Context: an optimization exercise on an open-source flow, tuned for small area. The choices shown serve that exercise and are no tape-out recipe.
Where RTL was checked, it was by simulation tests only, not by an equivalence proof against the original.
Power is estimated from default activity; no workload was simulated.

Setup of job 101:
==> flow/design.v (excerpt) <==
module pixel_generator (
    input  logic                            out_stream_aclk,
    input  logic                            periph_resetn,
    output logic [32-1:0]       out_stream_tdata,
    output logic [32/8-1:0]     out_stream_tkeep,
    output logic                            out_stream_tlast,
    input  logic                            out_stream_tready,
    output logic                            out_stream_tvalid,
    output logic [0:0]                      out_stream_tuser,
    input  logic [8-1:0]  s_axi_lite_araddr,
    output logic                            s_axi_lite_arready,
    input  logic                            s_axi_lite_arvalid,
    input  logic [8-1:0]  s_axi_lite_awaddr,
    output logic                            s_axi_lite_awready,
    input  logic                            s_axi_lite_awvalid,
    input  logic                            s_axi_lite_bready,
    output logic [1:0]                      s_axi_lite_bresp,
    output logic                            s_axi_lite_bvalid,
    output logic [32-1:0]       s_axi_lite_rdata,
    input  logic                            s_axi_lite_rready,
    output logic [1:0]                      s_axi_lite_rresp,
    output logic                            s_axi_lite_rvalid,
    input  logic [32-1:0]       s_axi_lite_wdata,
    output logic                            s_axi_lite_wready,
    input  logic                            s_axi_lite_wvalid
);
    logic                    run;
    logic [5-1:0]  x;
    logic [5-1:0]  y;
    logic [7:0]              gray;
    axil_regfile regs0 (
        .out_stream_aclk    (out_stream_aclk),
        .periph_resetn      (periph_resetn),
        .s_axi_lite_awaddr  (s_axi_lite_awaddr),
        .s_axi_lite_awvalid (s_axi_lite_awvalid),
        .s_axi_lite_awready (s_axi_lite_awready),
        .s_axi_lite_wdata   (s_axi_lite_wdata),
        .s_axi_lite_wvalid  (s_axi_lite_wvalid),
        .s_axi_lite_wready  (s_axi_lite_wready),
        .s_axi_lite_bvalid  (s_axi_lite_bvalid),
  ...
Size: about 670 cells after synthesis, ~280 flip-flops, roughly 8500 µm² of cells after synthesis.
==> module axil_regfile, before the edit <==
module axil_regfile (
    input  logic                            out_stream_aclk,
    input  logic                            periph_resetn,
    input  logic [8-1:0]  s_axi_lite_awaddr,
    input  logic                            s_axi_lite_awvalid,
    output logic                            s_axi_lite_awready,
    input  logic [32-1:0]       s_axi_lite_wdata,
    input  logic                            s_axi_lite_wvalid,
    output logic                            s_axi_lite_wready,
    output logic                            s_axi_lite_bvalid,
    output logic [1:0]                      s_axi_lite_bresp,
    input  logic                            s_axi_lite_bready,
    input  logic [8-1:0]  s_axi_lite_araddr,
    input  logic                            s_axi_lite_arvalid,
    output logic                            s_axi_lite_arready,
    output logic                            s_axi_lite_rvalid,
    output logic [32-1:0]       s_axi_lite_rdata,
    output logic [1:0]                      s_axi_lite_rresp,
    input  logic                            s_axi_lite_rready,
    output logic                            run
);
    localparam int idx_w = $clog2(8);
    localparam int last  = 8 - 1;
    logic [8-1:0][32-1:0] ring;
    logic [idx_w-1:0] enter;
    logic [idx_w-1:0] turn;
    logic             parked;
    logic             clean;
    logic             wr_req;
    logic             wr_go;
    logic             park;
    logic             unpark;
    logic             bypass;
    logic             turn_end;
    logic [32-1:0] ring_in;
    assign turn_end = (turn == idx_w'(last - 1));
    assign wr_req = s_axi_lite_awvalid && s_axi_lite_wvalid && clean &&
                    (s_axi_lite_awaddr[2 +: idx_w] == enter);
    assign park   = s_axi_lite_arvalid && clean && !parked &&
                    (s_axi_lite_araddr[2 +: idx_w] == enter);
    assign unpark = parked && !s_axi_lite_rvalid && (turn == '0);
    assign bypass = park || (parked && !unpark);
    assign wr_go  = wr_req && !park;
    assign s_axi_lite_awready = wr_go;
    assign s_axi_lite_wready  = wr_go;
    assign s_axi_lite_arready = s_axi_lite_arvalid && park;
    assign s_axi_lite_bresp   = pixgen_pkg::axil_okay;
    assign s_axi_lite_rresp   = pixgen_pkg::axil_okay;
    assign s_axi_lite_rdata   = ring[last];
    always_comb begin
        if (wr_go) begin
            ring_in = s_axi_lite_wdata;
        end else if (!clean) begin
            ring_in = '0;
        end else if (bypass) begin
            ring_in = ring[last-1];
        end else begin
            ring_in = ring[last];
        end
    end
    always_ff @(posedge out_stream_aclk) begin
        ring[last-1:0] <= {ring[last-2:0], ring_in};
        if (!bypass) begin
            ring[last] <= ring[last-1];
        end
    end
    always_ff @(posedge out_stream_aclk) begin
        if (!periph_resetn) begin
            enter  <= '0;
            turn   <= '0;
            parked <= 1'b0;
            clean  <= 1'b0;
        end else begin
            if (park || (parked && turn_end && s_axi_lite_rvalid &&
                         !s_axi_lite_rready)) begin
                enter <= enter + 2'd2;
            end else begin
                enter <= enter + 1'b1;
            end
            if (bypass && !turn_end) begin
                turn <= turn + 1'b1;
            end else begin
                turn <= '0;
            end
            if (park) begin
                parked <= 1'b1;
            end else if (unpark) begin
                parked <= 1'b0;
            end
            if (enter == idx_w'(last)) begin
                clean <= 1'b1;
            end
        end
    end
    always_ff @(posedge out_stream_aclk) begin
        if (!periph_resetn) begin
            s_axi_lite_rvalid <= 1'b0;
        end else if (park) begin
            s_axi_lite_rvalid <= 1'b1;
        end else if (s_axi_lite_rready) begin
            s_axi_lite_rvalid <= 1'b0;
        end
    end
    always_ff @(posedge out_stream_aclk) begin
        if (!periph_resetn) begin
            s_axi_lite_bvalid <= 1'b0;
        end else if (wr_go) begin
            s_axi_lite_bvalid <= 1'b1;
        end else if (s_axi_lite_bready) begin
            s_axi_lite_bvalid <= 1'b0;
        end
    end
    always_ff @(posedge out_stream_aclk) begin
        if (!periph_resetn) begin
            run <= 1'b0;
        end else if (wr_go && (enter == '0)) begin
            run <= s_axi_lite_wdata[0];
        end
    end
endmodule
clock: 5.0 ns
lec_check: 0
cap_margin: 20
core_margin: 2
core_utilization: 60
place_density: 0.75
slew_margin: 20
standard.sh (not shown) runs the stock make flow with config.mk's settings and CLKGATE_MAP_FILE= SYNTH_SCRIPT=/design/flow/synth_recipe.tcl, a recipe that flattens the netlist after the stock synthesis.
==> flow/flow/run.sh <==
#!/bin/bash
# Standard layout, with small port buffers and a leaner clock tree.
set -euo pipefail
export BUFFER_PORTS_ARGS="-buffer_cell sky130_fd_sc_hd__buf_1"
export CTS_ARGS="-sink_clustering_enable -repair_clock_nets -dont_use_dummy_load -buf_list sky130_fd_sc_hd__clkbuf_8 -sink_clustering_size 20 -sink_clustering_max_diameter 50"
export SKIP_REPAIR_TIE_FANOUT=1
bash standard.sh > standard.log 2>&1
Input changes introduced in job 102 (baseline for comparison: job 101):
--- a/flow/design.v
+++ b/flow/design.v
@@ -38,15 +38,15 @@
     logic             turn_end;
     logic [32-1:0] ring_in;
     assign turn_end = (turn == idx_w'(last - 1));
     assign wr_req = s_axi_lite_awvalid && s_axi_lite_wvalid && clean &&
                     (s_axi_lite_awaddr[2 +: idx_w] == enter);
-    assign park   = s_axi_lite_arvalid && clean && !parked &&
+    assign park   = s_axi_lite_arvalid && clean && !parked && !wr_req &&
                     (s_axi_lite_araddr[2 +: idx_w] == enter);
     assign unpark = parked && !s_axi_lite_rvalid && (turn == '0);
     assign bypass = park || (parked && !unpark);
-    assign wr_go  = wr_req && !park;
+    assign wr_go  = wr_req && !unpark;
     assign s_axi_lite_awready = wr_go;
     assign s_axi_lite_wready  = wr_go;
     assign s_axi_lite_arready = s_axi_lite_arvalid && park;
     assign s_axi_lite_bresp   = pixgen_pkg::axil_okay;
     assign s_axi_lite_rresp   = pixgen_pkg::axil_okay;
@@ -73,12 +73,13 @@
             enter  <= '0;
             turn   <= '0;
             parked <= 1'b0;
             clean  <= 1'b0;
         end else begin
-            if (park || (parked && turn_end && s_axi_lite_rvalid &&
-                         !s_axi_lite_rready)) begin
+            if (unpark) begin
+                enter <= enter;
+            end else if (park || (parked && turn_end)) begin
                 enter <= enter + 2'd2;
             end else begin
                 enter <= enter + 1'b1;
             end
             if (bypass && !turn_end) begin
Results
- Re worst slew margin relative to its limit: job 101 and job 102 aren't equal, and the lower value belongs to job 102.
- Slack of the worst reg-to-reg path, job 101 and job 102, higher one = job 101.
- On post-synthesis compound-gate area fraction, the lower figure sits with job 102, not job 101.
- The share of power burned in registers of job 102 is lower than that of job 101.
- Job 102 ended up with a higher post-layout total power than job 101 did.
- Job 102 vs job 101: cell count after placement down by a few percent
- Maximum frequency from static timing analysis in job 102 is 6.5% lower than in job 101
- Cmp job 101 and job 102 / first-pass GRT wire length / higher: job 101
- Per the comparison of job 102 with job 101, count of plain and timing-repair buffers in the layout went down 1.8%, leakage component of the power fell 0.000080 µW, wire length went down, area share of fa/ha/maj cells after synthesis essentially unchanged, sum of buffers and inverters on the critical path lost 1.
- Looking only at number of buffers inserted during clock tree synthesis, and setting everything else aside, the lower value of job 101 and job 102 goes to job 101.
No functional check of the RTL was part of job 102.

==> separate check: timing with driven ports <==
The flow's constraints put no driver on any port. The routed layouts listed below were extracted and timed again, unchanged, in two steps. Step 1 sets driving cells, clkbuf_16 on the clock port and buf_2 on the other inputs (assumed; they add their load-dependent delay and slew). Step 2, shift: input delay + t, output delay - t, t = (earliest + latest rising clock arrival at the registers) / 2. This alone moves slack from input paths to output paths. a / b / c = no drivers / after step 1 / after step 2; a / b = the first two.
| run | t (ns) | slack for setup (ns) | worst setup path at the end | latest minus earliest clock arrival (ns) | worst slew at a driven data input, ns |
|---|---|---|---|---|---|
| job 101 | 0.510 | 1.395 / 1.359 / 1.733 | input to output | 0.042 / 0.043 | 0.03 |
| job 102 | 0.503 | 1.144 / 1.110 / 1.613 | register to output | 0.096 / 0.096 | 0.04 |
After both steps every run listed still meets setup and hold.
